Source: an optimization exercise on an open RTL-to-GDS flow (aim: small area and a short achievable clock period). Production flows keep margins and buffers that such runs may drop.
Where RTL was checked, it was by simulation tests only, not by an equivalence proof against the original.
Function not checked in runs 2 and 3: the RTL went through the layout flow alone.
In every run shown here, the design's own scripts or RTL, not TritonCTS, make the clock network.
No driver is modelled on the clock port, so clock power and skew are understated where the tree is cut down; a real chip needs a root buffer or a tree.
Power figures rest on the tool's default switching activity, not on a simulated workload.

### flow/config.mk
export PLATFORM = sky130hd
export DESIGN_NAME = edgeDetector
export DESIGN_NICKNAME = edgeDetector
export VERILOG_FILES = /design/flow/design.v
export SDC_FILE = /design/flow/constraint.sdc
export NUM_CORES = 4
export LEC_CHECK = 0
export CAP_MARGIN = 20
export CORE_MARGIN = 2
export CORE_UTILIZATION = 60
export SLEW_MARGIN = 20
### flow/constraint.sdc
create_clock -name core_clock -period 9.0 [get_ports {iCLK}]
set_input_delay 1.8000 -clock core_clock [delete_from_list [all_inputs] [get_ports {iCLK}]]
set_output_delay 1.8000 -clock core_clock [all_outputs]
set_load 0.01 [all_outputs]
### flow/design.v
`default_nettype none
package videoPkg;
    typedef logic [12-1:0] pixelT;
    typedef logic [11-1:0] coordT;
endpackage
`default_nettype wire
`default_nettype none
package kernelPkg;
    localparam int SUM_WIDTH = 16;
    localparam int COEFF_WIDTH = 3;
    typedef logic signed [SUM_WIDTH-1:0] sumT;
    typedef logic signed [COEFF_WIDTH-1:0] coeffT;
endpackage
`default_nettype wire
`default_nettype none
module pixelIntake (
    input  logic            iCLK,
    input  logic            iRST,
    input  videoPkg::pixelT iPixel,
    input  logic            iValid,
    input  videoPkg::coordT iX,
    input  videoPkg::coordT iY,
    output videoPkg::pixelT oPixel,
    output logic            oValid,
    output logic            oColFar,
    output logic            oRowFar
);
    localparam videoPkg::coordT REACH = videoPkg::coordT'(3 - 1);
    always_ff @(posedge iCLK or negedge iRST) begin
        if (!iRST) begin
            oValid <= 1'b0;
        end else begin
            oValid <= iValid;
        end
    end
    always_ff @(posedge iCLK) begin
        oPixel  <= iPixel;
        oColFar <= (iX >= REACH);
        oRowFar <= (iY >= REACH);
    end
endmodule
`default_nettype wire
`default_nettype none
module rowWindow #(
    parameter int INV_FROM = 16 + 1
) (
    input  logic            iCLK,
    input  logic            iPixel_valid,
    input  videoPkg::pixelT iPixel,
    output logic [2*16+2:1][12-1:0] oTap
);
    localparam int DEPTH = 2 * 16 + 2;
    logic [DEPTH:1][12-1:0] chain;
    always_ff @(posedge iCLK) begin
        if (iPixel_valid) begin
            chain[1] <= iPixel;
            for (int k = 2; k <= DEPTH; k++) begin
                chain[k] <= (k == INV_FROM) ? ~chain[k-1] : chain[k-1];
            end
        end
    end
    assign oTap = chain;
endmodule
`default_nettype wire
`default_nettype none
module sobelKernel (
    input  logic            iCLK,
    input  logic            iRST,
    input  logic            iValid,
    input  logic            iWindowFull,
    input  logic            iVerticalP,
    input  logic            iVerticalM,
    input  videoPkg::pixelT iP0,
    input  videoPkg::pixelT iP1,
    input  videoPkg::pixelT iP2,
    input  videoPkg::pixelT iP16,
    input  videoPkg::pixelT iN18,
    input  videoPkg::pixelT iN32,
    input  videoPkg::pixelT iN33,
    input  videoPkg::pixelT iN34,
    output videoPkg::pixelT oEdge,
    output logic            oValid
);
    localparam int PW = 12;
    localparam int GW = 12 + 3;
    videoPkg::pixelT cPlus, nMinus;
    videoPkg::pixelT tPos, tNeg;
    logic [GW-1:0] op [6];
    logic [GW-1:0] s1a, c1a, s1b, c1b, s2, c2, s3, c3;
    logic [GW-1:0] w0, w1, w2;
    logic signed [GW-1:0] g;
    logic                 v1, v2;
    logic                 f1, f2;
    logic signed [GW-1:0] mag;
    videoPkg::pixelT      satVal;
    always_ff @(posedge iCLK or negedge iRST) begin
        if (!iRST) begin
            v1 <= 1'b0;
            v2 <= 1'b0;
        end else begin
            v1 <= iValid;
            v2 <= v1;
        end
    end
    always_ff @(posedge iCLK) begin
        oValid <= v2;
    end
    assign cPlus  = iVerticalP ? iP16 : iP1;
    assign nMinus = iVerticalM ? iN18 : iN33;
    assign tPos = iN32 ^ {PW{iVerticalP}};
    assign tNeg = iP2 ^ {PW{iVerticalM}};
    assign op[0] = {1'b1, 2'b00, iP0};
    assign op[1] = GW'(iN34);
    assign op[2] = GW'(tPos);
    assign op[3] = GW'(tNeg);
    assign op[4] = GW'({cPlus, 1'b0});
    assign op[5] = GW'({nMinus, 1'b0});
    assign s1a = op[0] ^ op[1] ^ op[2];
    assign c1a = ((op[0] & op[1]) | (op[0] & op[2]) | (op[1] & op[2])) << 1 | GW'(1);
    assign s1b = op[3] ^ op[4] ^ op[5];
    assign c1b = ((op[3] & op[4]) | (op[3] & op[5]) | (op[4] & op[5])) << 1 | GW'(1);
    assign s2  = s1a ^ c1a ^ s1b;
    assign c2  = ((s1a & c1a) | (s1a & s1b) | (c1a & s1b)) << 1 | GW'(1);
    assign s3  = w0 ^ w1 ^ w2;
    assign c3  = ((w0 & w1) | (w0 & w2) | (w1 & w2)) << 1 | GW'(1);
    assign mag    = g[GW-1] ? -g : g;
    assign satVal = (mag > GW'(4095)) ? '1 : videoPkg::pixelT'(mag);
    always_ff @(posedge iCLK) begin
        w0    <= s2;
        w1    <= c2;
        w2    <= c1b;
        f1    <= iWindowFull;
        g     <= s3 + c3;
        f2    <= f1;
        oEdge <= f2 ? satVal : '0;
    end
endmodule
`default_nettype wire
`default_nettype none
module edgeDetector (
    input  logic            iCLK,
    input  logic            iRST,
    input  videoPkg::pixelT iPixel,
    input  logic            iValid,
    input  videoPkg::coordT iX,
    input  videoPkg::coordT iY,
    input  logic            iVertical,
    output videoPkg::pixelT oEdge,
    output logic            oValid
);
    localparam int W = 16;
    videoPkg::pixelT pix;
    logic            pixValid;
    logic            colFar;
    logic            rowFar;
    logic            vertical;
    logic            verticalA;
    logic [2*W+2:1][12-1:0] tap;
    pixelIntake uIntake (
        .iCLK        (iCLK),
        .iRST        (iRST),
        .iPixel      (iPixel),
        .iValid      (iValid),
        .iX          (iX),
        .iY          (iY),
        .oPixel      (pix),
        .oValid      (pixValid),
        .oColFar     (colFar),
        .oRowFar     (rowFar)
    );
    always_ff @(posedge iCLK) begin
        vertical <= iVertical;
        if (iValid) begin
            verticalA <= iVertical;
        end
    end
    rowWindow uHist (
        .iCLK         (iCLK),
        .iPixel_valid (pixValid),
        .iPixel       (pix),
        .oTap         (tap)
    );
    sobelKernel uKernel (
        .iCLK        (iCLK),
        .iRST        (iRST),
        .iValid      (pixValid),
        .iWindowFull (colFar & rowFar),
        .iVerticalP  (vertical),
        .iVerticalM  (verticalA),
        .iP0         (pix),
        .iP1         (tap[1]),
        .iP2         (tap[2]),
        .iP16        (tap[W]),
        .iN18        (tap[W+2]),
        .iN32        (tap[2*W]),
        .iN33        (tap[2*W+1]),
        .iN34        (tap[2*W+2]),
        .oEdge       (oEdge),
        .oValid      (oValid)
    );
endmodule
`default_nettype wire
### flow/flow/run.sh
#!/bin/bash
# standard layout up to CTS; the clock tree is then rebuilt as two levels of
# inverters and the input port buffers made buf_1 (flow/clock_tree.tcl);
# then the standard layout runs on to the end.
set -e
export BUFFER_PORTS_ARGS="-buffer_cell sky130_fd_sc_hd__buf_2"
export SETUP_SLACK_MARGIN=6.65
export CTS_ARGS="-sink_clustering_enable -repair_clock_nets -sink_clustering_size 32 -sink_clustering_max_diameter 120 -dont_use_dummy_load"
bash standard.sh cts > standard_cts.log 2>&1
RES=$PWD/orfs/results/$FLOW_PLATFORM/edgeDetector/base
CTS_ODB=$RES/4_1_cts.odb CLOCK_PORT=iCLK CLOCK_ROOTS=4 \
  CLOCK_ROOT_CELL=sky130_fd_sc_hd__inv_16 CLOCK_LEAF_CELL=sky130_fd_sc_hd__inv_16 \
  INPUT_BUFFER_CELL=sky130_fd_sc_hd__buf_1 \
  openroad -no_init -exit flow/clock_tree.tcl > clock_tree.log 2>&1
rm -f $RES/4_cts.odb
bash standard.sh > standard.log 2>&1
### flow/flow/clock_tree.tcl
# Rebuild the clock tree that CTS made as two levels of inverters:
# the clock port drives NROOT root inverters, each drives the leaf
# inverters of its group, and each leaf inverter drives the registers
# of the cluster that CTS's leaf buffer drove. Optionally sets the cell of
# the input port buffers.
set db_file $::env(CTS_ODB)
set nroot $::env(CLOCK_ROOTS)
set root_cell $::env(CLOCK_ROOT_CELL)
set leaf_cell $::env(CLOCK_LEAF_CELL)
read_db $db_file
set db [ord::get_db]
set block [ord::get_db_block]
set port_net [[$block findBTerm $::env(CLOCK_PORT)] getNet]

proc out_net {inst} {
  foreach it [$inst getITerms] {
    if {[$it isOutputSignal]} { return [$it getNet] }
  }
  return ""
}
proc is_buf {inst} {
  string match "sky130_fd_sc_hd__clkbuf_*" [[$inst getMaster] getName]
}

# walk the tree from the port: buffers whose loads include a non-buffer are leaves
set leaves {}
set inner {}
set front [list $port_net]
while {[llength $front]} {
  set next {}
  foreach net $front {
    foreach it [$net getITerms] {
      if {![$it isInputSignal]} continue
      set inst [$it getInst]
      if {![is_buf $inst]} { error "clock net [$net getName] drives [$inst getName]" }
      set on [out_net $inst]
      set leaf 0
      foreach l [$on getITerms] {
        if {[$l isInputSignal] && ![is_buf [$l getInst]]} { set leaf 1 }
      }
      if {$leaf} {
        foreach l [$on getITerms] {
          if {[$l isInputSignal] && [is_buf [$l getInst]]} { error "mixed leaf [$inst getName]" }
        }
        lappend leaves $inst
      } else {
        lappend inner $inst
        lappend next $on
      }
    }
  }
  set front $next
}
puts "leaves [llength $leaves], inner [llength $inner]"

# leaf locations (cell centres)
set pts {}
foreach l $leaves {
  set bb [$l getBBox]
  lappend pts [list [expr {([$bb xMin]+[$bb xMax])/2}] [expr {([$bb yMin]+[$bb yMax])/2}]]
}

# k-means into nroot groups, seeded along the sorted x then y order
set n [llength $leaves]
set order [lsort -integer -indices [lmap p $pts {expr {[lindex $p 0]*3 + [lindex $p 1]}}]]
set cent {}
for {set g 0} {$g < $nroot} {incr g} {
  lappend cent [lindex $pts [lindex $order [expr {int(($g + 0.5) * $n / $nroot)}]]]
}
for {set iter 0} {$iter < 50} {incr iter} {
  set assign {}
  foreach p $pts {
    set best 0; set bd 1e30
    for {set g 0} {$g < $nroot} {incr g} {
      set c [lindex $cent $g]
      set d [expr {abs([lindex $p 0]-[lindex $c 0]) + abs([lindex $p 1]-[lindex $c 1])}]
      if {$d < $bd} { set bd $d; set best $g }
    }
    lappend assign $best
  }
  set newc {}
  for {set g 0} {$g < $nroot} {incr g} {
    set sx 0; set sy 0; set k 0
    foreach p $pts a $assign { if {$a == $g} { incr sx [lindex $p 0]; incr sy [lindex $p 1]; incr k } }
    if {$k} { lappend newc [list [expr {$sx/$k}] [expr {$sy/$k}]] } else { lappend newc [lindex $cent $g] }
  }
  set cent $newc
}

# remove the old inner buffers and their nets
foreach b $inner {
  set on [out_net $b]
  foreach it [$b getITerms] { if {[$it getNet] ne "NULL" && [$it getNet] ne ""} { $it disconnect } }
  odb::dbInst_destroy $b
  if {$on ne $port_net} { odb::dbNet_destroy $on }
}

set rmaster [$db findMaster $root_cell]
set lmaster [$db findMaster $leaf_cell]
set roots {}
for {set g 0} {$g < $nroot} {incr g} {
  set r [odb::dbInst_create $block $rmaster "clkroot_$g"]
  set rn [odb::dbNet_create $block "clkroot_net_$g"]
  $rn setSigType CLOCK
  set c [lindex $cent $g]
  $r setLocation [lindex $c 0] [lindex $c 1]
  $r setPlacementStatus PLACED
  [$r findITerm A] connect $port_net
  [$r findITerm Y] connect $rn
  lappend roots $rn
}
set i 0
foreach l $leaves a $assign {
  set on [out_net $l]
  set bb [$l getBBox]
  set x [$bb xMin]; set y [$bb yMin]
  foreach it [$l getITerms] { if {[$it getNet] ne "NULL" && [$it getNet] ne ""} { $it disconnect } }
  odb::dbInst_destroy $l
  set v [odb::dbInst_create $block $lmaster "clkleaf_$i"]
  $v setLocation $x $y
  $v setPlacementStatus PLACED
  [$v findITerm A] connect [lindex $roots $a]
  [$v findITerm Y] connect $on
  $on setSigType CLOCK
  incr i
}
for {set g 0} {$g < $nroot} {incr g} {
  set k 0; foreach a $assign { if {$a == $g} { incr k } }
  puts "root $g at [lindex $cent $g] drives $k leaves"
}
# input port buffers: the smaller cell INPUT_BUFFER_CELL names
if {[info exists ::env(INPUT_BUFFER_CELL)]} {
  set ibm [$db findMaster $::env(INPUT_BUFFER_CELL)]
  set k 0
  foreach bt [$block getBTerms] {
    if {[$bt getIoType] ne "INPUT"} continue
    set net [$bt getNet]
    if {$net eq "NULL" || $net eq "" || $net eq $port_net} continue
    foreach it [$net getITerms] {
      set inst [$it getInst]
      if {[string match "input*" [$inst getName]] && [string match "sky130_fd_sc_hd__buf_*" [[$inst getMaster] getName]]} {
        $inst swapMaster $ibm
        incr k
      }
    }
  }
  puts "input buffers now $::env(INPUT_BUFFER_CELL): $k"
}
detailed_placement
check_placement
write_db $db_file
### flow/standard.sh
#!/bin/bash
# synth_recipe.tcl (not shown) runs the flow's synth.tcl, then flattens the netlist and writes it again
# the make line also repeats each setting of config.mk as NAME=value (left out here)
make -C /OpenROAD-flow-scripts/flow DESIGN_CONFIG=/design/flow/config.mk WORK_HOME=/design/flow/orfs CLKGATE_MAP_FILE= SYNTH_SCRIPT=/design/flow/synth_recipe.tcl "${@:-finish}"
==> flow_metrics.py, run 1 <==
metrics = {
    "outcome": {
        "outcome": "finished clean",
    },
    "final_layout": {
        "final_cells": 1223,
        "flow.area_growth_from_synthesis_pct": 7.395,
        "nNetsFinal": 949,
        "layout-drive-gt1-share_pct": 11.24,
        "antenna_cells_inserted": 0,
    },
    "grt": {
        "number_of_global_route_vias_before_repair": 6386,
        "global_route_wire_length_before_repair_mm": 33.56,
        "remaining_global_route_overflow": 0,
        "grt_antenna_before_repair": 0,
        "grt_start_max_net_pins": 194,
        "grt_use_total_pct": 14.91,
    },
    "floorplanning": {
        "initial_core_util_pct": 60.57,
        "placeable_core_area_mm2": 0.02763,
        "die_height_um": 171,
        "placementRows": 61,
        "design.die.area_mm2": 0.02924,
        "die_w_um": 171,
        "num_ports": 51,
    },
    "clock_network": {
        "cts_hold_buffers": 0,
        "worstSkewPairLatency_ps": 170,
        "numClockSinks": 495,
        "clock_pin_slew_on_the_worst_setup_and_hold_paths_ps": 90,
    },
    "setup_path": {
        "critical-path-max-stage-delay_ps": 320,
        "timing_worst_setup_path_type": "flip-flop to output pin",
        "critPathArrivalTime_ps": 610,
        "critPathRequiredTime_ps": 7200,
        "timing.critical_path.cells": "buf_2",
        "crit_family": "flip-flops",
        "critical-path-slowest-cell": "dfxtp_1",
        "worstPathBufferInverterCount": 1,
        "worstSetupEndpointType": "output pin",
        "cp_max_fo": 1,
        "critical_path.startpoint_type": "flip-flop",
        "r2r_setup_slack_ps": 6640,
    },
    "logic_synthesis": {
        "synth_cell_type_count": 58,
        "yosys_warnings": 5,
        "synth_async_sr_flop_share_pct": 0.6061,
        "edff_count_synth": 409,
        "synth-main-ff-cell": "edfxtp_1",
        "synth_top_cells_by_area": "edfxtp_1 (73%), dfxtp_1 (9.9%), fa_1 (5.4%), mux2_2 (1.6%), xor2_1 (1.5%)",
        "post-synth-top-area-fraction_pct": 73.40,
        "synthesis.instances": 781,
        "synth-seq-cells": 495,
        "synth_area_leader_cell": "edfxtp_1",
        "post_synth_instance_area_mm2": 0.01673,
        "post_synth.cell_area_avg_um2": 21.43,
        "syn-num-nets": 883,
        "synth_sequential_area_ratio_pct": 83.77,
    },
    "timing": {
        "setup_viol": 0,
        "skew_ps": 37.62,
        "slew_viol_final": 0,
        "hold_violations": 0,
        "post-route-period-util_pct": 26.80,
        "grt_setup_unrepaired": "yes",
        "final.min_clock_period_ps": 2412,
        "tns_ps": 0,
        "fmaxAchievable_mhz": 414.6,
        "max-slew-margin-rel_pct": 33.97,
        "worst_tran_pin_value_ps": 990.4,
    },
    "power": {
        "power_frac_clock_pct": 17.8,
        "reported_net_switching_power_uw": 1498,
        "power_report.internal_total_uw": 3444,
        "power_frac_seq_pct": 58.2,
        "share_comb_of_total_power_pct": 24.1,
        "vdd.ir_drop.worst_uv": 165.0,
        "power_per_cell_area_mw_per_mm2": 275.0,
        "power_leakage_uw": 0.006159,
        "switching_share_pct": 30.31,
    },
    "detailed_routing": {
        "antenna_left": 0,
        "finalWirelength_mm": 21.38,
        "post_route_drc": 0,
        "num_vias": 6501,
        "wire_per_inst_um": 17.48,
        "post_detailed_route_via_to_cell_ratio": 5.316,
        "drt-initial-drc-count": 648,
        "first_pass_iteration_count_of_the_detailed_router": 4,
    },
    "place": {
        "gp_routability_congestion": 0.8640,
        "buffer_ports.inserted": 48,
        "place.detailed.hpwl_mm": 12.62,
        "placed_cells_incl_taps": 1201,
    },
    "run": {
        "maxCapViolCount": 0,
    },
    "hold_path": {
        "hold_path_class": "flip-flop to flip-flop",
    },
}
state kept, by name, indices dropped and copies added (netlist names):
register	count
uKernel.v1	1
uKernel.g	15
uHist.chain	408
uIntake.oColFar	1
vertical	1
uKernel.v2	1
uKernel.w0	13
uIntake.oPixel	12
uKernel.w1	13
uKernel.f2	1
verticalA	1
uKernel.w2	12
uKernel.oValid	1
uIntake.oRowFar	1
uKernel.f1	1
uIntake.oValid	1
uKernel.oEdge	12
final cells by class:
class,instances,area (um^2)
fill,1879,9658
inverter,45,494.2
multi-input combinational,250,2686
sequential,495,14030
tap,378,473.0
timing repair buffer,55,287.8
layer usage:
layer / wire [um] / GRT usage [%]
met1: 10840 / 23.79
met2: 9313 / 21.55
met3: 821 / 2.221
met4: 409 / 4.679
met5: 0 / 0
cell families (layout without fill, tap and decap cells):
logic type / Yosys count / after routing / synth area share, %
and+or+nand+nor: 67 / 67 / 2.213
adders and majority gates: 64 / 64 / 6.804
DFF: 495 / 495 / 83.77
buffers and inverters: 36 / 100 / 0.8674
muxes: 25 / 25 / 1.675
AOI/OAI and AO/OA: 52 / 52 / 2.468
xor gates and xnor gates: 42 / 42 / 2.198
synth_stat cells, types with 2 or more instances:
library cell  count
o21ai_2           3
nor2b_1           2
o21ai_0          11
clkbuf_1          7
fa_1             45
buf_2             2
nand3_1           7
nand3b_1          2
xnor2_1          13
o221ai_1          5
nor4_1            7
o41ai_2           2
and2_1            3
nand2_1          14
inv_1            25
a21oi_1           7
edfxtp_1        409
o21a_1            4
xor2_1           29
dfxtp_1          83
o211ai_1          3
dfrtp_1           3
mux2_2           24
ha_1             19
nor2_1           18
nor3_1            2
layout by cell type, fill, tap and decap left out, drive strengths merged, types with 3 or more instances in the layout:
| cell | synthesis | final |
|---|---|---|
| edfxtp | 409 | 409 |
| dfxtp | 83 | 83 |
| buf | 4 | 55 |
| fa | 45 | 45 |
| inv | 25 | 45 |
| xor2 | 29 | 29 |
| mux2 | 24 | 24 |
| ha | 19 | 19 |
| nor2 | 18 | 18 |
| nand2 | 14 | 14 |
| o21ai | 14 | 14 |
| xnor2 | 13 | 13 |
| nor4 | 9 | 9 |
| nand3 | 7 | 7 |
| a21oi | 7 | 7 |
| o221ai | 6 | 6 |
| o21a | 4 | 4 |
| and2 | 3 | 3 |
| o211ai | 3 | 3 |
| o41ai | 3 | 3 |
| dfrtp | 3 | 3 |
through the flow:
| step | power, uW | utilization [%] | cell area [um^2] | setup WS [ps] | hold slack, ps |
|---|---|---|---|---|---|
| after floorplan | 3695 | - | 16740 | 5499 | 309.6 |
| after global placement | 3913 | 63.16 | 17450 | 6517 | 325.2 |
| after detailed placement | 3953 | 63.16 | 17450 | 6482 | 317.5 |
| after CTS | 4969 | 64.99 | 17960 | 6193 | 315.4 |
| after global routing | 5238 | 65.04 | 17970 | 6549 | 327.8 |
| final | 4943 | 65.04 | 17970 | 6588 | 314.7 |
path summary, 6_finish.rpt:
check                                 startpoint        endpoint  cells after the start
worst min register to register        uKernel.v1      uKernel.v2                      0
min in group asynchronous                   iRST  uIntake.oValid                      1
worst max-delay path            uKernel.oEdge[2]        oEdge[2]                      1
max in group asynchronous                   iRST      uKernel.v1                      1
worst max register to register     uKernel.w0[4]   uKernel.g[14]                      7
worst min-delay path                  uKernel.v1      uKernel.v2                      0
power groups by stage:
stage | Sequential [uW] | Combinational, uW | Clock [uW]
floorplan | 2920 | 775 | 0
global placement | 2910 | 1010 | 0
detailed placement | 2920 | 1030 | 0
CTS | 2870 | 1070 | 1020
global route | 2900 | 1330 | 1000
finish | 2870 | 1190 | 879
what timing repair did:
item,4_1_cts,5_1_grt
buffers inserted,0,2
setup endpoints to repair,15,19
resized for setup,6,20
pin swaps,1,12
==> run 2, diff against run 1 <==
--- a/flow/design.v
+++ b/flow/design.v
@@ -87,7 +87,7 @@
     videoPkg::pixelT tPos, tNeg;
     logic [GW-1:0] op [6];
     logic [GW-1:0] s1a, c1a, s1b, c1b, s2, c2, s3, c3;
-    logic [GW-1:0] w0, w1, w2;
+    logic [GW-1:0] sumW, carW;
     logic signed [GW-1:0] g;
     logic                 v1, v2;
     logic                 f1, f2;
@@ -121,16 +121,15 @@
     assign c1b = ((op[3] & op[4]) | (op[3] & op[5]) | (op[4] & op[5])) << 1 | GW'(1);
     assign s2  = s1a ^ c1a ^ s1b;
     assign c2  = ((s1a & c1a) | (s1a & s1b) | (c1a & s1b)) << 1 | GW'(1);
-    assign s3  = w0 ^ w1 ^ w2;
-    assign c3  = ((w0 & w1) | (w0 & w2) | (w1 & w2)) << 1 | GW'(1);
+    assign s3  = s2 ^ c2 ^ c1b;
+    assign c3  = ((s2 & c2) | (s2 & c1b) | (c2 & c1b)) << 1 | GW'(1);
     assign mag    = g[GW-1] ? -g : g;
     assign satVal = (mag > GW'(4095)) ? '1 : videoPkg::pixelT'(mag);
     always_ff @(posedge iCLK) begin
-        w0    <= s2;
-        w1    <= c2;
-        w2    <= c1b;
+        sumW  <= s3;
+        carW  <= c3;
         f1    <= iWindowFull;
-        g     <= s3 + c3;
+        g     <= sumW + carW;
         f2    <= f1;
         oEdge <= f2 ? satVal : '0;
     end
--- a/flow/flow/run.sh
+++ b/flow/flow/run.sh
@@ -9,7 +9,7 @@
 bash standard.sh cts > standard_cts.log 2>&1
 RES=$PWD/orfs/results/$FLOW_PLATFORM/edgeDetector/base
 CTS_ODB=$RES/4_1_cts.odb CLOCK_PORT=iCLK CLOCK_ROOTS=4 \
-  CLOCK_ROOT_CELL=sky130_fd_sc_hd__inv_16 CLOCK_LEAF_CELL=sky130_fd_sc_hd__inv_16 \
+  CLOCK_ROOT_CELL=sky130_fd_sc_hd__inv_16 CLOCK_LEAF_CELL=sky130_fd_sc_hd__inv_12 \
   INPUT_BUFFER_CELL=sky130_fd_sc_hd__buf_1 \
   openroad -no_init -exit flow/clock_tree.tcl > clock_tree.log 2>&1
 rm -f $RES/4_cts.odb
--- a/flow/config.mk
+++ b/flow/config.mk
@@ -5,6 +5,7 @@
 export SDC_FILE = /design/flow/constraint.sdc
 export NUM_CORES = 4
 export LEC_CHECK = 0
+export ABC_AREA = 1
 export CAP_MARGIN = 20
 export CORE_MARGIN = 2
 export CORE_UTILIZATION = 60
==> run 2 against run 1 <==
  * Combinational power fell by 22%
  * Critical path depth rose by 6
  * Highest routed layer unchanged
  * Power fell by 8.2%
  * Utilization rose by 1.2 points
  * Sequential power fell by 2%
  * Critical endpoint is now uKernel.sumW[10]
  * Still clean
  * Clock power fell by 7.7%
  * Die area fell by 0.15%
  * Sequential cell count fell by 11
  * Synthesized cell count rose by 12%
==> flow_metrics.py, run 2 <==
metrics = {
    "logic_synthesis": {
        "synth_sequential_area_ratio_pct": 82.58,
        "post-synth-top-area-fraction_pct": 73.51,
        "synth_area_leader_cell": "edfxtp_1",
        "synth_top_cells_by_area": "edfxtp_1 (74%), dfxtp_1 (8.6%), fa_1 (5.5%), inv_1 (2.3%), ha_1 (1.4%)",
        "most_frequent_cell_after_synthesis": "edfxtp_1",
        "yosys_warnings": 5,
        "ys_top_cells_by_count": "edfxtp_1 (409), inv_1 (101), dfxtp_1 (72)",
        "synth_cell_type_count": 35,
        "synthesis.instances": 874,
        "post_synth.cell_area_avg_um2": 19.12,
        "syn-num-nets": 977,
        "edff_count_synth": 409,
        "post_synth_instance_area_mm2": 0.01671,
        "synth-seq-cells": 484,
        "synth-main-ff-cell": "edfxtp_1",
        "synth_async_sr_flop_share_pct": 0.6198,
    },
    "clock_network": {
        "numClockSinks": 484,
        "worstSkewPairLatency_ps": 170,
        "clock_pin_slew_on_the_worst_setup_and_hold_paths_ps": 110,
    },
    "detailed_routing": {
        "post_detailed_route_via_to_cell_ratio": 5.128,
        "antenna_left": 0,
        "finalWirelength_mm": 22.57,
        "num_vias": 6794,
        "first_pass_iteration_count_of_the_detailed_router": 5,
        "wire_per_inst_um": 17.03,
        "post_route_drc": 0,
        "drt-initial-drc-count": 524,
    },
    "power": {
        "reported_net_switching_power_uw": 1344,
        "power_frac_seq_pct": 61.7,
        "total_power_uw": 4538,
        "power_per_cell_area_mw_per_mm2": 247.8,
        "vdd.ir_drop.worst_uv": 148.4,
        "power_leakage_uw": 0.006656,
        "switching_share_pct": 29.61,
        "share_comb_of_total_power_pct": 20.4,
        "power_frac_clock_pct": 17.9,
        "power_report.internal_total_uw": 3194,
    },
    "grt": {
        "grt_use_total_pct": 16.15,
        "grt_antenna_before_repair": 0,
        "met1_usage_in_global_routing_pct": 25.10,
        "grt_start_max_net_pins": 205,
        "remaining_global_route_overflow": 0,
        "global_route_wire_length_before_repair_mm": 35.90,
        "grt_use_met2_pct": 24.06,
        "number_of_global_route_vias_before_repair": 6854,
        "gr-usage-met3_pct": 2.660,
        "globalRoute.busiestLayer": "met1",
    },
    "setup_path": {
        "timing.critical_path.cells": "buf_6 > buf_16 > xnor2_4 > fa_1 > fa_1 > inv_1 > fa_2",
        "worstSetupStartpoint": "verticalA",
        "regToRegEndpoint": "uKernel.sumW[10]",
        "timing_worst_setup_path_type": "flip-flop to flip-flop",
        "critPathRequiredTime_ps": 9100,
        "worstReg2RegStart": "verticalA",
        "worstSetupEndpointType": "flip-flop",
        "critical-path-slowest-cell": "fa_2",
        "crit_end": "uKernel.sumW[10]",
        "cell_with_the_most_instances_on_the_worst_path": "fa_1",
        "cp_max_fo": 6,
        "r2r_setup_slack_ps": 6370,
        "critPathArrivalTime_ps": 2740,
        "worst_r2r_path_depth": 7,
        "critical_path.startpoint_type": "flip-flop",
        "critical-path-max-stage-delay_ps": 510,
    },
    "run": {
        "maxCapViolCount": 0,
    },
    "timing": {
        "slew_viol_final": 0,
        "worst_tran_pin_value_ps": 1086,
        "fmaxAchievable_mhz": 379.7,
        "max-slew-margin-rel_pct": 27.63,
        "post-route-period-util_pct": 29.26,
        "grt_setup_unrepaired": "yes",
        "skew_ps": 60.84,
        "tns_ps": 0,
        "setup_viol": 0,
        "final.min_clock_period_ps": 2634,
        "hold_violations": 0,
        "final.setup.worst_slack_ps": 6366,
    },
    "final_layout": {
        "antenna_cells_inserted": 0,
        "largest_reg_flops": 408,
        "reg.largest.list": "uHist.chain x408, uKernel.g x15, uKernel.sumW x14",
        "sequential_cell_area_mm2": 0.01381,
        "mostFrequentLayoutCell": "edfxtp_1",
        "layout-drive-gt1-share_pct": 13.09,
        "registers.top_by_ff_count": "uHist.chain",
        "finish.instance_area_mm2": 0.01831,
        "final_cells": 1325,
        "fill_cell_instance_count_of_the_final_layout": 1934,
        "most-common-layout-cells": "edfxtp_1 (409), inv_1 (96), dfxtp_1 (68)",
        "nNetsFinal": 1052,
        "multi_input_area_mm2": 0.002783,
        "flow.area_growth_from_synthesis_pct": 9.578,
    },
    "place": {
        "placed_cells_incl_taps": 1294,
        "gp_routability_congestion": 0.8620,
        "placement.setup.worst_slack_ps": 5942,
        "place.detailed.hpwl_mm": 13.04,
        "detailed_place.area_mm2": 0.01756,
        "buffer_ports.inserted": 48,
    },
    "floorplanning": {
        "placementRows": 61,
        "initial_core_util_pct": 60.47,
        "num_ports": 51,
        "die_height_um": 170.9,
        "die_w_um": 170.9,
        "placeable_core_area_mm2": 0.02763,
        "design.die.area_mm2": 0.02920,
    },
    "outcome": {
        "outcome": "finished clean",
    },
    "hold_path": {
        "hold_path_class": "flip-flop to flip-flop",
    },
}
[run 2: power by group through the flow]
stage | registers [uW] | logic, uW | clock network, uW
finish | 2800 | 927 | 811
detailed placement | 2850 | 885 | 0
floorplan | 2840 | 686 | 0
global route | 2820 | 1070 | 918
CTS | 2800 | 934 | 1010
global placement | 2840 | 854 | 0
[run 2: critical path: cells and delay by family (launching register included)]
kind / cells / cell delay [ps]
flip-flops: 1 / 500
buffers and inverters: 3 / 400
adder cells (fa/ha/maj): 3 / 1500
XOR/XNOR: 1 / 150
[run 2: metrics by stage]
stage | utilization (%) | hold WS [ps]
detailed placement | 63.56 | 322.9
global route | 66.27 | 341.8
finish | 66.27 | 341.2
floorplan | - | 309.6
CTS | 66.57 | 337.6
global placement | 63.56 | 319.2
[run 2: final cells by class]
type	count	share of cell area (%)
inverter	126	4.032
sequential	484	75.43
multi-input combinational	274	15.20
tap	378	2.583
timing repair buffer	63	2.761
[run 2: cells by family (layout without fill, tap and decap cells)]
family	Yosys count	after routing	share of synthesized area [%]
xor gates and xnor gates	45	45	2.359
DFF	484	484	82.58
and+or+nand+nor	100	100	2.748
AOI/OAI and AO/OA	53	53	1.969
buffers and inverters	116	189	2.748
muxes	11	11	0.6590
adders and majority gates	65	65	6.934
[run 2: metal layers]
metal	wire [um]	up-vias
met5	0	-
met4	452	0
met3	755	31
met2	10380	120
met1	10980	3448
li1	-	3195
[run 2: how the worst min path moves through the flow]
stage	from	to	slack, ps	cells after the start
floorplan	uKernel.f1	uKernel.f2	310	0
global placement	uKernel.f1	uKernel.f2	320	0
detailed placement	uKernel.f1	uKernel.f2	320	0
CTS	uHist.chain[268]	uHist.chain[280]	340	0
global route	uHist.chain[64]	uHist.chain[76]	340	0
finish	uKernel.f1	uKernel.f2	340	0
[run 2: timing repair]
action,in CTS,in global routing
gates cloned,3,0
buffers inserted,8,0
gates resized for setup,38,17
pin swaps,8,7
setup endpoints to repair,122,122
hold buffers,0,0
==> run 3, diff against run 2 <==
--- a/flow/design.v
+++ b/flow/design.v
@@ -70,6 +70,8 @@
     input  logic            iWindowFull,
     input  logic            iVerticalP,
     input  logic            iVerticalM,
+    input  logic            iHorizontalP,
+    input  logic            iHorizontalM,
     input  videoPkg::pixelT iP0,
     input  videoPkg::pixelT iP1,
     input  videoPkg::pixelT iP2,
@@ -87,7 +89,7 @@
     videoPkg::pixelT tPos, tNeg;
     logic [GW-1:0] op [6];
     logic [GW-1:0] s1a, c1a, s1b, c1b, s2, c2, s3, c3;
-    logic [GW-1:0] sumW, carW;
+    logic [GW-1:0] w0, w1, w2;
     logic signed [GW-1:0] g;
     logic                 v1, v2;
     logic                 f1, f2;
@@ -121,15 +123,16 @@
     assign c1b = ((op[3] & op[4]) | (op[3] & op[5]) | (op[4] & op[5])) << 1 | GW'(1);
     assign s2  = s1a ^ c1a ^ s1b;
     assign c2  = ((s1a & c1a) | (s1a & s1b) | (c1a & s1b)) << 1 | GW'(1);
-    assign s3  = s2 ^ c2 ^ c1b;
-    assign c3  = ((s2 & c2) | (s2 & c1b) | (c2 & c1b)) << 1 | GW'(1);
+    assign s3  = w0 ^ w1 ^ w2;
+    assign c3  = ((w0 & w1) | (w0 & w2) | (w1 & w2)) << 1 | GW'(1);
     assign mag    = g[GW-1] ? -g : g;
     assign satVal = (mag > GW'(4095)) ? '1 : videoPkg::pixelT'(mag);
     always_ff @(posedge iCLK) begin
-        sumW  <= s3;
-        carW  <= c3;
+        w0    <= s2;
+        w1    <= c2;
+        w2    <= c1b;
         f1    <= iWindowFull;
-        g     <= sumW + carW;
+        g     <= s3 + c3;
         f2    <= f1;
         oEdge <= f2 ? satVal : '0;
     end
@@ -153,7 +156,9 @@
     logic            colFar;
     logic            rowFar;
     logic            vertical;
+    logic            horizontal;
     logic            verticalA;
+    logic            horizontalA;
     logic [2*W+2:1][12-1:0] tap;
     pixelIntake uIntake (
         .iCLK        (iCLK),
@@ -168,9 +173,11 @@
         .oRowFar     (rowFar)
     );
     always_ff @(posedge iCLK) begin
-        vertical <= iVertical;
+        vertical   <= iVertical;
+        horizontal <= ~iVertical;
         if (iValid) begin
-            verticalA <= iVertical;
+            verticalA   <= iVertical;
+            horizontalA <= ~iVertical;
         end
     end
     rowWindow uHist (
@@ -184,8 +191,10 @@
         .iRST        (iRST),
         .iValid      (pixValid),
         .iWindowFull (colFar & rowFar),
-        .iVerticalP  (vertical),
-        .iVerticalM  (verticalA),
+        .iVerticalP   (vertical),
+        .iVerticalM   (verticalA),
+        .iHorizontalP (horizontal),
+        .iHorizontalM (horizontalA),
         .iP0         (pix),
         .iP1         (tap[1]),
         .iP2         (tap[2]),
--- a/flow/flow/run.sh
+++ b/flow/flow/run.sh
@@ -9,7 +9,7 @@
 bash standard.sh cts > standard_cts.log 2>&1
 RES=$PWD/orfs/results/$FLOW_PLATFORM/edgeDetector/base
 CTS_ODB=$RES/4_1_cts.odb CLOCK_PORT=iCLK CLOCK_ROOTS=4 \
-  CLOCK_ROOT_CELL=sky130_fd_sc_hd__inv_16 CLOCK_LEAF_CELL=sky130_fd_sc_hd__inv_12 \
+  CLOCK_ROOT_CELL=sky130_fd_sc_hd__inv_8 CLOCK_LEAF_CELL=sky130_fd_sc_hd__inv_12 \
   INPUT_BUFFER_CELL=sky130_fd_sc_hd__buf_1 \
   openroad -no_init -exit flow/clock_tree.tcl > clock_tree.log 2>&1
 rm -f $RES/4_cts.odb
--- a/flow/config.mk
+++ b/flow/config.mk
@@ -5,7 +5,6 @@
 export SDC_FILE = /design/flow/constraint.sdc
 export NUM_CORES = 4
 export LEC_CHECK = 0
-export ABC_AREA = 1
 export CAP_MARGIN = 20
 export CORE_MARGIN = 2
 export CORE_UTILIZATION = 60
==> run 3 against run 2 <==
  * Still clean
  * Clock power decreased by 2%
  * Cell count fell by 7.8%
  * Design area down 2.7%
  * Synthesized cell count down 11%
  * Setup slack gained 190 ps
  * Sequential share of layout area grew 3.3 points
  * Highest routed layer unchanged
==> flow_metrics.py, run 3 <==
metrics = {
    "detailed_routing": {
        "num_vias": 6498,
        "post_detailed_route_via_to_cell_ratio": 5.318,
        "wire_per_inst_um": 17.50,
        "first_pass_iteration_count_of_the_detailed_router": 4,
        "post_route_drc": 0,
        "antenna_left": 0,
        "finalWirelength_mm": 21.38,
        "drt-initial-drc-count": 631,
    },
    "logic_synthesis": {
        "post-synth-top-area-fraction_pct": 73.40,
        "synth-seq-cells": 495,
        "synth_area_leader_cell": "edfxtp_1",
        "syn-num-nets": 883,
        "synth-main-ff-cell": "edfxtp_1",
        "synth_cell_type_count": 58,
        "synth_top_cells_by_area": "edfxtp_1 (73%), dfxtp_1 (9.9%), fa_1 (5.4%), mux2_2 (1.6%), xor2_1 (1.5%)",
        "yosys_warnings": 5,
        "ys_top_cells_by_count": "edfxtp_1 (409), dfxtp_1 (83), fa_1 (45)",
        "post_synth_instance_area_mm2": 0.01673,
        "edff_count_synth": 409,
        "most_frequent_cell_after_synthesis": "edfxtp_1",
        "post_synth.cell_area_avg_um2": 21.43,
        "synthesis.instances": 781,
        "synth_async_sr_flop_share_pct": 0.6061,
        "synth_sequential_area_ratio_pct": 83.77,
    },
    "setup_path": {
        "worst_r2r_path_depth": 7,
        "crit_end": "oEdge[2]",
        "timing_worst_setup_path_type": "flip-flop to output pin",
        "timing.critical_path.cells": "buf_2",
        "critical-path-slowest-cell": "dfxtp_1",
        "critical_path.startpoint_type": "flip-flop",
        "critical-path-max-stage-delay_ps": 330,
        "worstPathBufferInverterCount": 1,
        "r2r_setup_slack_ps": 6670,
        "crit_family": "flip-flops",
        "critPathArrivalTime_ps": 640,
        "worstSetupEndpointType": "output pin",
        "critPathRequiredTime_ps": 7200,
        "number_of_cells_on_the_critical_path": 1,
        "worstSetupStartpoint": "uKernel.oEdge[2]",
        "worstReg2RegStart": "uKernel.w2[2]",
        "cp_max_fo": 1,
        "regToRegEndpoint": "uKernel.g[14]",
    },
    "place": {
        "place.detailed.hpwl_mm": 12.62,
        "placed_cells_incl_taps": 1201,
        "gp_routability_congestion": 0.8640,
        "detailed_place.area_mm2": 0.01745,
        "buffer_ports.inserted": 48,
    },
    "timing": {
        "final.min_clock_period_ps": 2441,
        "slew_viol_final": 0,
        "setup_viol": 0,
        "holdWs_ps": 307.7,
        "max-slew-margin-rel_pct": 34.09,
        "post-route-period-util_pct": 27.13,
        "fmaxAchievable_mhz": 409.6,
        "worst_tran_pin_value_ps": 988.7,
        "tns_ps": 0,
        "grt_setup_unrepaired": "yes",
        "skew_ps": 47.08,
        "hold_violations": 0,
    },
    "grt": {
        "grt_use_met2_pct": 21.55,
        "met1_usage_in_global_routing_pct": 23.82,
        "number_of_global_route_vias_before_repair": 6387,
        "global_route_wire_length_before_repair_mm": 33.60,
        "remaining_global_route_overflow": 0,
        "grt_use_total_pct": 14.91,
        "gr-usage-met3_pct": 2.244,
        "globalRoute.busiestLayer": "met1",
        "grt_start_max_net_pins": 194,
        "grt_antenna_before_repair": 0,
    },
    "hold_path": {
        "hold_path_class": "flip-flop to flip-flop",
    },
    "power": {
        "vdd.ir_drop.worst_uv": 158.4,
        "reported_net_switching_power_uw": 1427,
        "power_report.internal_total_uw": 3374,
        "power_frac_seq_pct": 59.8,
        "switching_share_pct": 29.72,
        "share_comb_of_total_power_pct": 23.6,
        "power_frac_clock_pct": 16.5,
        "power_leakage_uw": 0.006092,
        "power_per_cell_area_mw_per_mm2": 269.4,
    },
    "floorplanning": {
        "initial_core_util_pct": 60.57,
        "placeable_core_area_mm2": 0.02763,
        "design.die.area_mm2": 0.02924,
        "num_ports": 51,
        "die_w_um": 171,
        "die_height_um": 171,
        "placementRows": 61,
    },
    "final_layout": {
        "flow.area_growth_from_synthesis_pct": 6.497,
        "largest_reg_flops": 408,
        "most-common-layout-cells": "edfxtp_1 (409), dfxtp_1 (78), fa_1 (45)",
        "registers.top_by_ff_count": "uHist.chain",
        "reg.largest.list": "uHist.chain x408, uKernel.g x15",
        "finish.instance_area_mm2": 0.01782,
        "layout-drive-gt1-share_pct": 10.78,
        "final_cells": 1222,
        "mostFrequentLayoutCell": "edfxtp_1",
        "nNetsFinal": 948,
        "antenna_cells_inserted": 0,
    },
    "outcome": {
        "outcome": "finished clean",
    },
    "run": {
        "maxCapViolCount": 0,
    },
    "clock_network": {
        "worstSkewPairLatency_ps": 190,
        "clock_pin_slew_on_the_worst_setup_and_hold_paths_ps": 110,
        "numClockSinks": 495,
    },
}
-- run 3: stage by stage --
stage | total power [uW] | util (%) | setup WS (ps)
after floorplan | 3695 | - | 5499
after global placement | 3913 | 63.16 | 6517
after detailed placement | 3953 | 63.16 | 6482
after CTS | 4969 | 64.99 | 6193
after global routing | 5085 | 64.50 | 6521
final | 4800 | 64.50 | 6559
-- run 3: how the worst min path moves through the flow --
stage               startpoint    endpoint  slack (ps)  cells past startpoint
floorplan           uKernel.f1  uKernel.f2         310                      0
finish              uKernel.v1  uKernel.v2         310                      0
global placement    uKernel.f1  uKernel.f2         330                      0
CTS                 uKernel.v1  uKernel.v2         320                      0
detailed placement  uKernel.f1  uKernel.f2         320                      0
global route        uKernel.v1  uKernel.v2         320                      0
-- run 3: repair_timing --
item                                    4_1_cts  5_1_grt
pin swaps                                     1        7
setup buffers                                 0        1
gates resized for setup                       6       15
endpoints found under the setup margin       15       19
hold buffers                                  0        0
-- run 3: worst register-to-register path, delay by kind of cell (launching register included) --
kind | cells | cell delay (ps)
and+or+nand+nor | 1 | 170
adders and majority gates | 2 | 810
DFF | 1 | 330
AOI/OAI and AO/OA | 3 | 650
muxes | 1 | 290
-- run 3: kinds of logic (layout without fill, tap and decap cells) --
| group | after synthesis | in the layout | synth area share, % |
|---|---|---|---|
| adder cells (fa/ha/maj) | 64 | 64 | 6.804 |
| buffers and inverters | 36 | 99 | 0.8674 |
| AND/OR/NAND/NOR | 67 | 67 | 2.213 |
| XOR/XNOR | 42 | 42 | 2.198 |
| multiplexers | 25 | 25 | 1.675 |
| flip-flops | 495 | 495 | 83.77 |
| AO/OA/AOI/OAI | 52 | 52 | 2.468 |
-- run 3: routing by layer --
| metal | part of all wire (%) | vias up |
|---|---|---|
| met4 | 1.9 | 0 |
| met3 | 3.7 | 30 |
| li1 | - | 3047 |
| met5 | 0 | - |
| met1 | 51 | 3300 |
| met2 | 44 | 121 |
-- run 3: power by group through the flow --
stage,Clock [uW],Combinational [uW],Sequential (uW)
2_1_floorplan,0,775,2920
3_3_place_gp,0,1010,2910
3_5_place_dp,0,1030,2920
4_1_cts,1020,1070,2870
5_1_grt,914,1270,2900
6_report,794,1130,2870
-- run 3: final cells by class --
cell class                 count  area (um^2)
sequential                   495        14030
fill                        1916         9808
multi-input combinational    250         2640
tap                          378        473.0
inverter                      45        399.1
timing repair buffer          54        280.3
==> run 4, diff against run 3 <==
--- a/flow/design.v
+++ b/flow/design.v
@@ -68,10 +68,7 @@
     input  logic            iRST,
     input  logic            iValid,
     input  logic            iWindowFull,
-    input  logic            iVerticalP,
-    input  logic            iVerticalM,
-    input  logic            iHorizontalP,
-    input  logic            iHorizontalM,
+    input  logic            iVertical,
     input  videoPkg::pixelT iP0,
     input  videoPkg::pixelT iP1,
     input  videoPkg::pixelT iP2,
@@ -107,10 +104,10 @@
     always_ff @(posedge iCLK) begin
         oValid <= v2;
     end
-    assign cPlus  = iVerticalP ? iP16 : iP1;
-    assign nMinus = iVerticalM ? iN18 : iN33;
-    assign tPos = iN32 ^ {PW{iVerticalP}};
-    assign tNeg = iP2 ^ {PW{iVerticalM}};
+    assign cPlus  = iVertical ? iP16 : iP1;
+    assign nMinus = iVertical ? iN18 : iN33;
+    assign tPos = iN32 ^ {PW{iVertical}};
+    assign tNeg = iP2 ^ {PW{iVertical}};
     assign op[0] = {1'b1, 2'b00, iP0};
     assign op[1] = GW'(iN34);
     assign op[2] = GW'(tPos);
@@ -156,9 +153,6 @@
     logic            colFar;
     logic            rowFar;
     logic            vertical;
-    logic            horizontal;
-    logic            verticalA;
-    logic            horizontalA;
     logic [2*W+2:1][12-1:0] tap;
     pixelIntake uIntake (
         .iCLK        (iCLK),
@@ -173,12 +167,7 @@
         .oRowFar     (rowFar)
     );
     always_ff @(posedge iCLK) begin
-        vertical   <= iVertical;
-        horizontal <= ~iVertical;
-        if (iValid) begin
-            verticalA   <= iVertical;
-            horizontalA <= ~iVertical;
-        end
+        vertical <= iVertical;
     end
     rowWindow uHist (
         .iCLK         (iCLK),
@@ -191,10 +180,7 @@
         .iRST        (iRST),
         .iValid      (pixValid),
         .iWindowFull (colFar & rowFar),
-        .iVerticalP   (vertical),
-        .iVerticalM   (verticalA),
-        .iHorizontalP (horizontal),
-        .iHorizontalM (horizontalA),
+        .iVertical   (vertical),
         .iP0         (pix),
         .iP1         (tap[1]),
         .iP2         (tap[2]),
--- a/flow/flow/run.sh
+++ b/flow/flow/run.sh
@@ -9,7 +9,7 @@
 bash standard.sh cts > standard_cts.log 2>&1
 RES=$PWD/orfs/results/$FLOW_PLATFORM/edgeDetector/base
 CTS_ODB=$RES/4_1_cts.odb CLOCK_PORT=iCLK CLOCK_ROOTS=4 \
-  CLOCK_ROOT_CELL=sky130_fd_sc_hd__inv_8 CLOCK_LEAF_CELL=sky130_fd_sc_hd__inv_12 \
+  CLOCK_ROOT_CELL=sky130_fd_sc_hd__inv_16 CLOCK_LEAF_CELL=sky130_fd_sc_hd__inv_12 \
   INPUT_BUFFER_CELL=sky130_fd_sc_hd__buf_1 \
   openroad -no_init -exit flow/clock_tree.tcl > clock_tree.log 2>&1
 rm -f $RES/4_cts.odb
--- a/flow/config.mk
+++ b/flow/config.mk
@@ -5,7 +5,9 @@
 export SDC_FILE = /design/flow/constraint.sdc
 export NUM_CORES = 4
 export LEC_CHECK = 0
+export ABC_AREA = 1
 export CAP_MARGIN = 20
 export CORE_MARGIN = 2
 export CORE_UTILIZATION = 60
+export PLACE_DENSITY = 0.85
 export SLEW_MARGIN = 20
==> run 4 against run 3 <==
  * Still clean on timing, DRC and antenna
  * Critical path depth did not move
  * Via count fell by 1.0%
  * Combinational power fell by 12%
  * Global-route usage fell by 0.23 points
  * First-iteration DRC count fell by 12%
  * Power fell by 3.4%
  * Clock power rose by 2%
  * Hold slack improved by 31 ps
  * Critical path type unchanged
  * Critical endpoint is now oEdge[0]
  * Largest power group unchanged
  * Highest routed layer unchanged
==> flow_metrics.py, run 4 <==
metrics = {
    "logic_synthesis": {
        "synth_async_sr_flop_share_pct": 0.6073,
        "area_share_of_fa_ha_maj_cells_after_synthesis_pct": 6.816,
        "synth_area_leader_cell": "edfxtp_1",
        "synthesis.instances": 827,
        "edff_count_synth": 408,
        "synth_top_family_by_area": "adder cells",
        "ys_top_cells_by_count": "edfxtp_1 (408), dfxtp_1 (83), inv_1 (48)",
        "synth_sequential_area_ratio_pct": 83.74,
        "synth_simple_gate_area_share_pct": 2.674,
        "syn-num-nets": 929,
        "yosys_warnings": 5,
        "synth-seq-cells": 494,
        "most_frequent_cell_after_synthesis": "edfxtp_1",
        "synth-main-ff-cell": "edfxtp_1",
        "synth_cell_type_count": 33,
        "synth.area.mux_share_pct": 0.8089,
        "synthXorXnorAreaFrac_pct": 2.359,
        "post_synth.cell_area_avg_um2": 20.20,
        "post-synth-top-area-fraction_pct": 73.34,
        "synth_top_cells_by_area": "edfxtp_1 (73%), dfxtp_1 (9.9%), fa_1 (5.4%), xor2_1 (2.0%), ha_1 (1.4%)",
        "post_synth_instance_area_mm2": 0.01670,
        "synth-compound-area-share_pct": 2.097,
    },
    "floorplanning": {
        "num_ports": 51,
        "placeable_core_area_mm2": 0.02763,
        "die_w_um": 170.9,
        "die_height_um": 170.9,
        "design.die.area_mm2": 0.02919,
        "initial_core_util_pct": 60.46,
        "placementRows": 61,
    },
    "grt": {
        "grt_antenna_before_repair": 0,
        "global_route_wire_length_before_repair_mm": 32.62,
        "number_of_global_route_vias_before_repair": 6296,
        "grt_start_max_net_pins": 97,
        "grt_use_total_pct": 14.68,
        "remaining_global_route_overflow": 0,
    },
    "power": {
        "power_leakage_uw": 0.006295,
        "power_per_cell_area_mw_per_mm2": 260.8,
        "vdd.ir_drop.worst_uv": 167.1,
    },
    "detailed_routing": {
        "finalWirelength_mm": 21.01,
        "antenna_left": 0,
        "num_vias": 6433,
        "first_pass_iteration_count_of_the_detailed_router": 5,
        "post_detailed_route_via_to_cell_ratio": 5.073,
        "wire_per_inst_um": 16.57,
        "post_route_drc": 0,
        "drt-initial-drc-count": 557,
    },
    "timing": {
        "fmaxAchievable_mhz": 416.4,
        "tns_ps": 0,
        "max-slew-margin-rel_pct": 31.12,
        "hold_violations": 0,
        "skew_ps": 80.92,
        "worst_tran_pin_value_ps": 1033,
        "final.min_clock_period_ps": 2401,
        "setup_viol": 0,
        "grt_setup_unrepaired": "yes",
        "slew_viol_final": 0,
        "post-route-period-util_pct": 26.68,
    },
    "place": {
        "gp_routability_congestion": 0.7380,
        "placed_cells_incl_taps": 1247,
        "place.detailed.hpwl_mm": 12.42,
        "buffer_ports.inserted": 48,
        "detailed_place.area_mm2": 0.01741,
    },
    "clock_network": {
        "cts_hold_buffers": 0,
        "numClockSinks": 494,
        "worstSkewPairLatency_ps": 190,
        "clock_pin_slew_on_the_worst_setup_and_hold_paths_ps": 100,
        "postCtsSetupBuffers": 0,
    },
    "hold_path": {
        "hold_path_class": "flip-flop to flip-flop",
        "start_point_of_the_worst_hold_path": "uKernel.f1",
    },
    "final_layout": {
        "reg.largest.list": "uHist.chain x408, uKernel.g x15",
        "layout-drive-gt1-share_pct": 9.101,
        "most-common-layout-cells": "edfxtp_1 (408), dfxtp_1 (80), inv_1 (48)",
        "nNetsFinal": 994,
        "multi_input_area_mm2": 0.002472,
        "final_cells": 1268,
        "sequential_cell_area_mm2": 0.01400,
        "mostFrequentLayoutCell": "edfxtp_1",
        "largest_reg_flops": 408,
        "flow.area_growth_from_synthesis_pct": 6.464,
        "antenna_cells_inserted": 0,
        "registers.top_by_ff_count": "uHist.chain",
        "finish.instance_area_mm2": 0.01778,
        "fill_cell_instance_count_of_the_final_layout": 1867,
    },
    "setup_path": {
        "worstPathBufferInverterCount": 1,
        "worstSetupEndpointType": "output pin",
        "critPathRequiredTime_ps": 7200,
        "cp_max_fo": 1,
        "timing.critical_path.cells": "buf_6",
        "critical-path-slowest-cell": "dfxtp_2",
        "worstReg2RegStart": "vertical",
        "crit_family": "flip-flops",
        "worstSetupStartpoint": "uKernel.oEdge[0]",
        "critical-path-max-stage-delay_ps": 330,
        "critical_path.startpoint_type": "flip-flop",
        "timing_worst_setup_path_type": "flip-flop to output pin",
        "critPathArrivalTime_ps": 600,
    },
    "run": {
        "maxCapViolCount": 0,
    },
    "outcome": {
        "outcome": "finished clean",
    },
}
## run 4: layer usage
| metal | up-vias | routed length, um | share of wire (%) | track usage [%] |
|---|---|---|---|---|
| met5 | - | 0 | 0 | 0 |
| met4 | 0 | 318 | 1.5 | 3.169 |
| met3 | 25 | 780 | 3.7 | 2.892 |
| met2 | 121 | 9252 | 44 | 21.83 |
| met1 | 3192 | 10660 | 51 | 23.10 |
| li1 | 3095 | - | - | - |
## run 4: cell type report
cell class              instances  area share, %
inverters                      71          2.990
well taps                     378          2.659
multi-input cells             272          13.90
flip-flops and latches        494          78.70
repair buffers                 53          1.752
## run 4: cells by family after synthesis
logic type | after synthesis
DFF | 494
buffers and inverters | 61
muxes | 12
xor gates and xnor gates | 45
AOI/OAI and AO/OA | 55
and+or+nand+nor | 96
adders and majority gates | 64
## run 4: worst reg2reg max path, stage by stage, from the launching register on
cell	delay, ps
dfxtp_2	350
buf_8	350
mux2_2	450
fa_1	500
fa_1	430
## run 4: final timing paths
path | slack [ps] | to | depth (start not counted)
hold / removal | 340 | uKernel.f2 | 0
hold reg to reg | 340 | uKernel.f2 | 0
setup / recovery | 6600 | oEdge[0] | 1
max in group asynchronous | 7340 | uIntake.oValid | 1
min in group asynchronous | 1490 | uIntake.oValid | 1
setup reg to reg | 6760 | uKernel.w0[1] | 4
## run 4: what timing repair did
| action | in CTS | in global routing |
|---|---|---|
| cloned | 1 | 0 |
| endpoints found under the setup margin | 122 | 36 |
| gates resized for setup | 4 | 8 |
## run 4: where the power goes
part	total (uW)	switching (uW)	internal (uW)
sequential	2830	111	2720
clock	811	677	134
combinational	999	591	408
## run 4: per-stage QoR
step | setup slack [ps] | power, uW | util, % | hold WS (ps)
floorplan | 5499 | 3644 | - | 309.6
global placement | 6071 | 3815 | 63.00 | 317.9
detailed placement | 5944 | 3857 | 63.00 | 319.3
CTS | 6221 | 4818 | 64.90 | 344.0
global route | 6557 | 4921 | 64.37 | 347.8
finish | 6599 | 4638 | 64.37 | 338.5
==> run 5, diff against run 4 <==
--- a/flow/config.mk
+++ b/flow/config.mk
@@ -9,5 +9,4 @@
 export CAP_MARGIN = 20
 export CORE_MARGIN = 2
 export CORE_UTILIZATION = 60
-export PLACE_DENSITY = 0.85
 export SLEW_MARGIN = 20
==> run 5 against run 4 <==
  * Still clean on timing, DRC and antenna
  * Setup slack lost 0.88 ps
  * Power shrank 0.64%
  * Sequential share of layout area grew 0.072 points
  * First-iteration DRC count shrank 5.9%
  * Clock power shrank 0.6%
  * Clock skew shrank 9.3 ps
  * Register-to-register slack lost 30 ps
  * Hold slack gained 0.72 ps
  * Area after synthesis is the same
  * Maximum frequency is essentially flat
  * Critical path type unchanged
  * Critical endpoint is now oEdge[1]
  * Largest cell class unchanged
  * Largest power group unchanged
==> flow_metrics.py, run 5 <==
metrics = {
    "grt": {
        "global_route_wire_length_before_repair_mm": 32.11,
        "grt_use_total_pct": 14.15,
        "remaining_global_route_overflow": 0,
        "number_of_global_route_vias_before_repair": 6451,
        "grt_start_max_net_pins": 115,
        "grt_antenna_before_repair": 0,
    },
    "setup_path": {
        "worstPathBufferInverterCount": 1,
        "timing_worst_setup_path_type": "flip-flop to output pin",
        "cp_max_fo": 1,
        "crit_family": "flip-flops",
        "worstSetupEndpointType": "output pin",
        "timing.critical_path.cells": "buf_2",
        "critical_path.startpoint_type": "flip-flop",
        "critical-path-slowest-cell": "dfxtp_1",
        "critical-path-max-stage-delay_ps": 320,
        "critPathArrivalTime_ps": 600,
        "critPathRequiredTime_ps": 7200,
    },
    "final_layout": {
        "largest_reg_flops": 408,
        "mostFrequentLayoutCell": "edfxtp_1",
        "antenna_cells_inserted": 0,
        "nNetsFinal": 994,
        "fill_cell_instance_count_of_the_final_layout": 1969,
        "registers.top_by_ff_count": "uHist.chain",
        "layout-drive-gt1-share_pct": 9.101,
        "finish.instance_area_mm2": 0.01777,
        "utilization_pct": 64.31,
        "flow.area_growth_from_synthesis_pct": 6.367,
        "most-common-layout-cells": "edfxtp_1 (408), dfxtp_1 (80), inv_1 (48)",
        "reg.largest.list": "uHist.chain x408, uKernel.g x15",
    },
    "power": {
        "power_frac_clock_pct": 17.5,
        "power_frac_seq_pct": 61.3,
        "power_per_cell_area_mw_per_mm2": 259.3,
        "power_report.internal_total_uw": 3249,
        "reported_net_switching_power_uw": 1359,
        "switching_share_pct": 29.49,
        "power_leakage_uw": 0.006289,
        "share_comb_of_total_power_pct": 21.2,
        "vdd.ir_drop.worst_uv": 156.0,
    },
    "timing": {
        "final.min_clock_period_ps": 2402,
        "grt_setup_unrepaired": "yes",
        "tns_ps": 0,
        "setup_viol": 0,
        "max-slew-margin-rel_pct": 45.83,
        "holdWs_ps": 339.2,
        "skew_ps": 71.62,
        "hold_violations": 0,
        "slew_viol_final": 0,
        "worst_tran_pin_value_ps": 812.6,
        "fmaxAchievable_mhz": 416.3,
        "post-route-period-util_pct": 26.69,
    },
    "place": {
        "detailed_place.area_mm2": 0.01741,
        "gp_routability_congestion": 0.7433,
        "place.detailed.hpwl_mm": 11.96,
        "buffer_ports.inserted": 48,
    },
    "logic_synthesis": {
        "synthesis.instances": 827,
        "yosys_warnings": 5,
        "synth-seq-cells": 494,
        "post-synth-top-area-fraction_pct": 73.34,
        "synth_area_leader_cell": "edfxtp_1",
        "synth_async_sr_flop_share_pct": 0.6073,
        "synth_top_cells_by_area": "edfxtp_1 (73%), dfxtp_1 (9.9%), fa_1 (5.4%), xor2_1 (2.0%), ha_1 (1.4%)",
        "post_synth_instance_area_mm2": 0.01670,
        "post_synth.cell_area_avg_um2": 20.20,
        "edff_count_synth": 408,
        "most_frequent_cell_after_synthesis": "edfxtp_1",
        "ys_top_cells_by_count": "edfxtp_1 (408), dfxtp_1 (83), inv_1 (48)",
        "synth_cell_type_count": 33,
        "synth-main-ff-cell": "edfxtp_1",
        "syn-num-nets": 929,
        "synth_sequential_area_ratio_pct": 83.74,
    },
    "hold_path": {
        "hold_path_class": "flip-flop to flip-flop",
    },
    "floorplanning": {
        "placeable_core_area_mm2": 0.02763,
        "die_height_um": 170.9,
        "die_w_um": 170.9,
        "num_ports": 51,
        "initial_core_util_pct": 60.46,
        "design.die.area_mm2": 0.02919,
        "placementRows": 61,
    },
    "detailed_routing": {
        "post_detailed_route_via_to_cell_ratio": 5.095,
        "first_pass_iteration_count_of_the_detailed_router": 4,
        "drt-initial-drc-count": 524,
        "antenna_left": 0,
        "post_route_drc": 0,
        "wire_per_inst_um": 15.96,
        "finalWirelength_mm": 20.23,
        "num_vias": 6461,
    },
    "run": {
        "maxCapViolCount": 0,
    },
    "clock_network": {
        "cts_hold_buffers": 0,
        "postCtsSetupBuffers": 0,
        "worstSkewPairLatency_ps": 180,
        "numClockSinks": 494,
        "clock_pin_slew_on_the_worst_setup_and_hold_paths_ps": 100,
    },
    "outcome": {
        "outcome": "finished clean",
    },
}
## run 5: power groups by stage
stage	registers, uW	logic (uW)	clock network, uW
after floorplan	2870	771	0
after global placement	2870	966	0
after detailed placement	2880	986	0
after CTS	2830	996	1010
after global routing	2850	1130	922
final	2820	979	806
## run 5: final timing paths
path	from	to	slack (ps)	cells past startpoint
worst max-delay path	uKernel.oEdge[1]	oEdge[1]	6600	1
max in group asynchronous	iRST	uIntake.oValid	7340	1
min in group asynchronous	iRST	uKernel.v1	1490	1
worst max register to register	vertical	uKernel.w0[1]	6730	4
worst min-delay path	uKernel.v2	uKernel.oValid	340	0
worst min register to register	uKernel.v2	uKernel.oValid	340	0
## run 5: final cells by class
cell class | count | area [um^2] | area share [%]
timing repair buffer | 53 | 302.8 | 1.704
multi-input combinational | 272 | 2465 | 13.87
inverter | 71 | 531.8 | 2.993
tap | 378 | 473.0 | 2.662
sequential | 494 | 14000 | 78.77
## run 5: logic make-up (layout without fill, tap and decap cells)
family          Yosys count  count (layout)  share of synthesized area, %
flops                   494             494                         83.74
simple gates             96              96                         2.674
fa+ha+maj                64              64                         6.816
buf+inv                  61             124                         1.505
compound gates           55              55                         2.097
xor+xnor                 45              45                         2.359
mux                      12              12                        0.8089
## run 5: per-layer routing
| metal | up-vias | part of all wire [%] | global-route usage [%] |
|---|---|---|---|
| li1 | 3099 | - | - |
| met1 | 3260 | 51 | 21.99 |
| met2 | 75 | 44 | 21.02 |
| met3 | 27 | 3.1 | 2.868 |
| met4 | 0 | 1.9 | 3.574 |
| met5 | - | 0 | 0 |
## run 5: repair_timing
item,in CTS,in global routing
endpoints found under the setup margin,208,13
gates cloned,1,0
resized for setup,5,2
## run 5: stage by stage
step                      instances  setup WS, ps  power [uW]
after floorplan                 827          5499        3644
after global placement         1247          6373        3833
after detailed placement       1247          6242        3863
after CTS                      1267          6194        4837
after global routing           1268          6558        4895
final                          1268          6598        4608
==> run 6, diff against run 5 <==
--- a/flow/config.mk
+++ b/flow/config.mk
@@ -8,5 +8,5 @@
 export ABC_AREA = 1
 export CAP_MARGIN = 20
 export CORE_MARGIN = 2
-export CORE_UTILIZATION = 60
+export CORE_UTILIZATION = 75
 export SLEW_MARGIN = 20
==> run 6 against run 5 <==
  * Still clean on timing, DRC and antenna
  * Via count increased by 3.7%
  * Utilization increased by 17 points
  * Cell count decreased by 7.6%
  * Critical path type unchanged
  * Critical endpoint unchanged
  * Largest power group unchanged
==> flow_metrics.py, run 6 <==
metrics = {
    "final_layout": {
        "most-common-layout-cells": "edfxtp_1 (408), dfxtp_1 (78), inv_1 (48)",
        "registers.top_by_ff_count": "uHist.chain",
        "layout-drive-gt1-share_pct": 9.326,
        "nNetsFinal": 994,
        "flow.area_growth_from_synthesis_pct": 5.812,
        "reg.largest.list": "uHist.chain x408, uKernel.g x15",
    },
    "floorplanning": {
        "num_ports": 51,
        "design.die.area_mm2": 0.02348,
        "initial_core_util_pct": 76.55,
    },
    "detailed_routing": {
        "drt-initial-drc-count": 462,
        "post_detailed_route_via_to_cell_ratio": 5.723,
        "first_pass_iteration_count_of_the_detailed_router": 5,
        "wire_per_inst_um": 20.81,
        "finalWirelength_mm": 24.37,
    },
    "clock_network": {
        "cts_hold_buffers": 0,
        "worstSkewPairLatency_ps": 170,
    },
    "timing": {
        "fmaxAchievable_mhz": 414.4,
        "setup_viol": 0,
        "grt_setup_unrepaired": "yes",
        "hold_violations": 0,
    },
    "setup_path": {
        "critPathRequiredTime_ps": 7200,
        "critical-path-max-stage-delay_ps": 340,
        "timing_worst_setup_path_type": "flip-flop to output pin",
        "critical-path-slowest-cell": "dfxtp_2",
        "r2r_setup_slack_ps": 6760,
        "cp_max_fo": 1,
        "timing.critical_path.cells": "buf_6",
        "worstReg2RegStart": "vertical",
        "worstPathBufferInverterCount": 1,
    },
    "logic_synthesis": {
        "synth_sequential_area_ratio_pct": 83.74,
        "yosys_warnings": 5,
        "synth-main-ff-cell": "edfxtp_1",
        "post-synth-top-area-fraction_pct": 73.34,
        "post_synth_instance_area_mm2": 0.01670,
        "most_frequent_cell_after_synthesis": "edfxtp_1",
        "synthesis.instances": 827,
        "synth_async_sr_flop_share_pct": 0.6073,
    },
    "grt": {
        "number_of_global_route_vias_before_repair": 7032,
        "grt_use_total_pct": 21.44,
        "grt_start_max_net_pins": 98,
        "grt_antenna_before_repair": 1,
    },
    "power": {
        "power_per_cell_area_mw_per_mm2": 264.4,
    },
    "hold_path": {
        "holdPathStages": 0,
        "whs_endpoint": "uKernel.f2",
        "hold_path_class": "flip-flop to flip-flop",
    },
    "place": {
        "buffer_ports.inserted": 48,
        "placement.setup.worst_slack_ps": 6011,
        "gp_routability_congestion": 0.8494,
    },
    "outcome": {
        "outcome": "finished clean",
    },
}
run 6: changes by cell type in the layout (fill, tap and decap cells not counted), sizes merged:
cell   before  now
diode       0    1
run 6: cell type report:
class / count / area, um^2
multi-input combinational: 272 / 2465
antenna: 1 / 2.502
fill: 1012 / 4148
timing repair buffer: 53 / 327.8
sequential: 494 / 14000
inverter: 71 / 531.8
tap: 280 / 350.3
run 6: logic make-up (layout without fill, tap and decap cells):
logic type | Yosys count | after routing | synth area share, %
buffers and inverters | 61 | 124 | 1.505
AND/OR/NAND/NOR | 96 | 96 | 2.674
flip-flops | 494 | 494 | 83.74
other | 0 | 1 | 0
multiplexers | 12 | 12 | 0.8089
adder cells (fa/ha/maj) | 64 | 64 | 6.816
AO/OA/AOI/OAI | 55 | 55 | 2.097
XOR/XNOR | 45 | 45 | 2.359
run 6: power breakdown:
group          internal [uW]  switching, uW
Sequential              2720            121
Combinational            401            606
Clock                    134            695
Total                   3250           1420
run 6: per-layer routing:
layer	GRT usage, %	share of wire, %	routed length [um]	vias up
li1	-	-	-	3097
met1	30.17	44	10790	3432
met2	35.78	50	12090	142
met3	4.338	4.1	1000	31
met4	5.071	2.0	485	0
met5	0	0	0	-
run 6: worst max path at each step:
stage | depth (start not counted) | start | end
finish | 1 | uKernel.oEdge[1] | oEdge[1]
global route | 1 | uKernel.oEdge[9] | oEdge[9]
CTS | 1 | uKernel.oEdge[9] | oEdge[9]
detailed placement | 2 | uIntake.oValid | uHist.chain[179]
global placement | 2 | uIntake.oValid | uHist.chain[359]
floorplan | 0 | uIntake.oValid | uHist.chain[0]
run 6: timing repair:
| item | in CTS | in global routing |
|---|---|---|
| endpoints found under the setup margin | 113 | 102 |
| gates cloned | 1 | 0 |
| resized for setup | 9 | 7 |
run 6: worst reg2reg max path, delay by kind of cell (launching register included):
kind	cells	cell delay, ps
adders and majority gates	2	930
DFF	1	350
buffers and inverters	1	350
muxes	1	500
run 6: through the flow:
step | total power, uW | hold slack (ps) | instances | instance area, um^2 | util (%)
floorplan | 3644 | 309.6 | 827 | 16710 | -
global placement | 3813 | 318.3 | 1149 | 17280 | 79.19
detailed placement | 3880 | 323.7 | 1149 | 17280 | 79.19
CTS | 4847 | 347.4 | 1169 | 17830 | 81.69
global route | 4939 | 355.5 | 1170 | 17670 | 80.98
finish | 4674 | 349.5 | 1171 | 17680 | 80.99

what the ideal ports hide:
The flow's constraints put no driver on any port. The routed layouts listed below were extracted and timed again, unchanged, in two steps.
Step 1: set_driving_cell puts a clkbuf_16 on iCLK and a buf_2 on each other input, an assumption about the parent block.
Step 2 times the ports against the registers' clock, not the clock port: input delays grow and output delays shrink by t, the midpoint of the rising clock arrivals with the driver on.
Three values: no drivers, after step 1, after step 2; two values: the first two.
run	shift t [ns]	setup slack, ns
run 1	0.361	6.588 / 6.381 / 6.546
run 2	0.357	6.366 / 6.358 / 6.358
run 3	0.323	6.559 / 6.413 / 6.548
run 4	0.350	6.599 / 6.394 / 6.590
run 5	0.345	6.598 / 6.392 / 6.623
run 6	0.355	6.587 / 6.376 / 6.608
After both steps setup and hold are still met in every run listed.
